This design comes from an exercise in tuning for small area, a short achievable clock period and few clock cycles per item on the open sky130 flow, not from production work. At most, simulation tests tie the RTL to the original design; equivalence was not proved.

Design aes_ctr_top, start of the top module:
module aes_ctr_top (
    input  logic            clock,
    input  logic            reset,
    input  logic            start,
    input  logic            init,
    input  logic            key_valid,
    input  aes_pkg::key_t   aes_key,
    input  aes_pkg::half_t  nonce,
    input  aes_pkg::half_t  counter_init,
    input  aes_pkg::block_t data_in,
    output logic            ready,
    output logic            valid,
    output logic            busy,
    output aes_pkg::block_t data_out
);
    logic            counter_load;
    logic            counter_step;
    logic            block_load;
    logic            final_round;
    logic            odd_step;
    aes_pkg::byte_t  rcon;
    aes_pkg::block_t counter_block;
    aes_pkg::block_t block_in;
    aes_pkg::block_t round_key;
    aes_pkg::block_t first_key;
    assign first_key = aes_key[256-1 -: 128];
    aes_ctr_control control0 (
        .clock        (clock),
        .reset        (reset),
        .start        (start),
        .init         (init),
        .key_valid    (key_valid),
        .ready        (ready),
        .valid        (valid),
        .busy         (busy),
        .counter_load (counter_load),
        .counter_step (counter_step),
        .block_load   (block_load),
        .final_round  (final_round),
        .odd_step     (odd_step),
        .rcon         (rcon)
    );
    ctr_counter counter0 (
        .clock         (clock),
        .reset         (reset),
        .counter_load  (counter_load),
        .counter_step  (counter_step),
        .nonce         (nonce),
        .counter_init  (counter_init),
        .counter_block (counter_block),
        .block_in      (block_in)
    );
    aes_key_schedule key_schedule0 (
        .clock     (clock),
        .key_load  (block_load),
        .odd_step  (odd_step),
        .rcon      (rcon),
        .aes_key   (aes_key),
        .round_key (round_key)
    );
    aes_round_datapath datapath0 (
        .clock        (clock),
        .block_load   (block_load),
  ...
For scale: ~530 flip-flops, about 650 I/O pins, roughly 52,000 um2 of cells after synthesis.
==> module aes_key_schedule, before the edit <==
module aes_key_schedule (
    input  logic            clock,
    input  logic            key_load,
    input  logic            odd_step,
    input  aes_pkg::byte_t  rcon,
    input  aes_pkg::key_t   aes_key,
    output aes_pkg::block_t round_key
);
    localparam int word_bits = 32;
    localparam int key_msb = 256 - 1;
    aes_pkg::key_t  window;
    aes_pkg::word_t last_word;
    aes_pkg::word_t sub_in;
    aes_pkg::word_t sub_word;
    aes_pkg::word_t rcon_word;
    aes_pkg::word_t base [4];
    aes_pkg::word_t prefix [4];
    aes_pkg::word_t new_words [4];
    assign round_key = window[128-1:0];
    assign last_word = window[word_bits-1:0];
    assign sub_in = odd_step ? last_word
                  : {last_word[word_bits-9:0], last_word[word_bits-1 -: 8]};
    for (genvar b = 0; b < 4; b++) begin : g_sub
        aes_sbox sbox0 (.a(sub_in[8 * b +: 8]), .y(sub_word[8 * b +: 8]));
    end
    assign rcon_word = {(odd_step ? 8'h00 : rcon), {(word_bits - 8){1'b0}}};
    always_comb begin
        prefix[0] = window[key_msb -: word_bits] ^ rcon_word;
        for (int j = 1; j < 4; j++) begin
            prefix[j] = prefix[j - 1] ^ window[key_msb - j * word_bits -: word_bits];
        end
        for (int j = 0; j < 4; j++) begin
            base[j] = key_load ? aes_key[128 - 1 - j * word_bits -: word_bits]
                               : prefix[j];
            new_words[j] = base[j] ^ (sub_word & {word_bits{!key_load}});
        end
    end
    always_ff @(posedge clock) begin
        window[128-1:0] <= {new_words[0], new_words[1], new_words[2], new_words[3]};
        window[key_msb -: 128] <= key_load ? aes_key[key_msb -: 128]
                                                       : window[128-1:0];
    end
endmodule
clock: 7.0 ns
lec_check: 0
cap_margin: 20
core_margin: 2
core_utilization: 45
cts_buf_list: sky130_fd_sc_hd__clkbuf_4 sky130_fd_sc_hd__clkbuf_8
place_density: 0.6
setup_slack_margin: 1.0
slew_margin: 20
standard.sh (not shown) runs the stock make flow with config.mk's settings and CLKGATE_MAP_FILE= SYNTH_SCRIPT=/design/flow/synth_recipe.tcl, a recipe that flattens the netlist after the stock synthesis.
==> flow/flow/run.sh <==
#!/bin/bash
# Own flow: the standard layout (standard.sh) with two changes:
#  - synthesis is the standard one except for the ABC script that maps the combinational
#    logic (flow/abc_nf.script: a &nf mapping, then ABC's buffering and gate sizing, instead of ORFS's abc_speed/abc_area).
#    Registers are mapped before ABC runs, so they come out as in the standard synthesis;
#  - every input and output port still gets its own buffer, but a sky130_fd_sc_hd__buf_1
#    rather than the delay buffer buffer_ports picks by default.
# Each tool's log stays in orfs/logs/ under this folder; make's own output goes to flow_make.log.
set -euo pipefail
W=$PWD
sed 's#log_cmd abc {\*}$abc_args#log_cmd abc -script '"$W"'/flow/abc_nf.script {*}[lrange $abc_args 2 end]#' \
    "$FLOW_HOME/scripts/synth.tcl" > "$W/flow_synth.tcl"
grep -q "flow/abc_nf.script" "$W/flow_synth.tcl"
sed 's#$::env(SCRIPTS_DIR)/synth.tcl#'"$W"'/flow_synth.tcl#' "$W/synth_recipe.tcl" > "$W/flow_synth_recipe.tcl"
grep -q "flow_synth.tcl" "$W/flow_synth_recipe.tcl"
bash "$W/standard.sh" SYNTH_SCRIPT="$W/flow_synth_recipe.tcl" \
    "BUFFER_PORTS_ARGS=-buffer_cell sky130_fd_sc_hd__buf_1" finish > "$W/flow_make.log" 2>&1
==> flow/flow/abc_nf.script <==
strash
&get -n
&st
&dch
&nf
&put
topo
buffer -c
upsize -c
dnsize -c
stime -c
The starting point completed with no timing, DRC or antenna violations.
Testbench counts at the start, summed over its fixed seeds: cycles 6,136, items 384.
Edit:
--- a/flow/design.v
+++ b/flow/design.v
@@ -77,25 +77,25 @@
     output aes_pkg::block_t round_key
 );
     localparam int word_bits = 32;
     localparam int key_msb = 256 - 1;
     aes_pkg::key_t  window;
     aes_pkg::word_t last_word;
-    aes_pkg::word_t sub_in;
+    aes_pkg::word_t sub_raw;
     aes_pkg::word_t sub_word;
     aes_pkg::word_t rcon_word;
     aes_pkg::word_t base [4];
     aes_pkg::word_t prefix [4];
     aes_pkg::word_t new_words [4];
     assign round_key = window[128-1:0];
     assign last_word = window[word_bits-1:0];
-    assign sub_in = odd_step ? last_word
-                  : {last_word[word_bits-9:0], last_word[word_bits-1 -: 8]};
     for (genvar b = 0; b < 4; b++) begin : g_sub
-        aes_sbox sbox0 (.a(sub_in[8 * b +: 8]), .y(sub_word[8 * b +: 8]));
+        aes_sbox sbox0 (.a(last_word[8 * b +: 8]), .y(sub_raw[8 * b +: 8]));
     end
+    assign sub_word = odd_step ? sub_raw
+                    : {sub_raw[word_bits-9:0], sub_raw[word_bits-1 -: 8]};
     assign rcon_word = {(odd_step ? 8'h00 : rcon), {(word_bits - 8){1'b0}}};
     always_comb begin
         prefix[0] = window[key_msb -: word_bits] ^ rcon_word;
         for (int j = 1; j < 4; j++) begin
             prefix[j] = prefix[j - 1] ^ window[key_msb - j * word_bits -: word_bits];
         end
What happened:
- The changed run completed with no timing, DRC or antenna violations
- register-to-register slack loses 130 ps
- synthesized area decreases by 1.9%
- via count decreases by 1.0%
- routed wire length barely changes
- global-route usage increases by 0.54 points
- cell count decreases by 0.77%
- flip-flop and latch count is unchanged
- design area decreases by 1.5%
- worst hold slack gains 22 ps
- non-clock buffer count increases by 19
- sequential share of layout area increases by 0.29 points
The RTL of the second run of this note was laid out without a check of its function.

## static timing again, ports no longer ideal
No port has a modelled driver above. Below, the same layouts with a new extraction and two added sets of constraints.
Step 1 (the two cells are an assumption about what drives the block):
set clk [get_ports {clock}]
set_driving_cell -lib_cell sky130_fd_sc_hd__clkbuf_16 $clk
set_driving_cell -lib_cell sky130_fd_sc_hd__buf_2 [delete_from_list [all_inputs] $clk]
Step 2 adds t to the input delays and takes it off the output delays; t is the mean of the earliest and latest rising clock arrival at the registers after step 1. Input paths then give back, and output paths get back, about the clock's delay inside the block.
a / b / c = no drivers / after step 1 / after step 2; a / b = the first two.
run | t (ns) | setup slack, ns | worst setup path at the end | pins driven straight from the clock port
the first run | 0.859 | 1.248 / 1.248 / 1.248 | register to register | 1
the second run | 0.863 | 1.119 / 1.119 / 1.119 | register to register | 1
After both steps setup and hold are still met in every run listed.
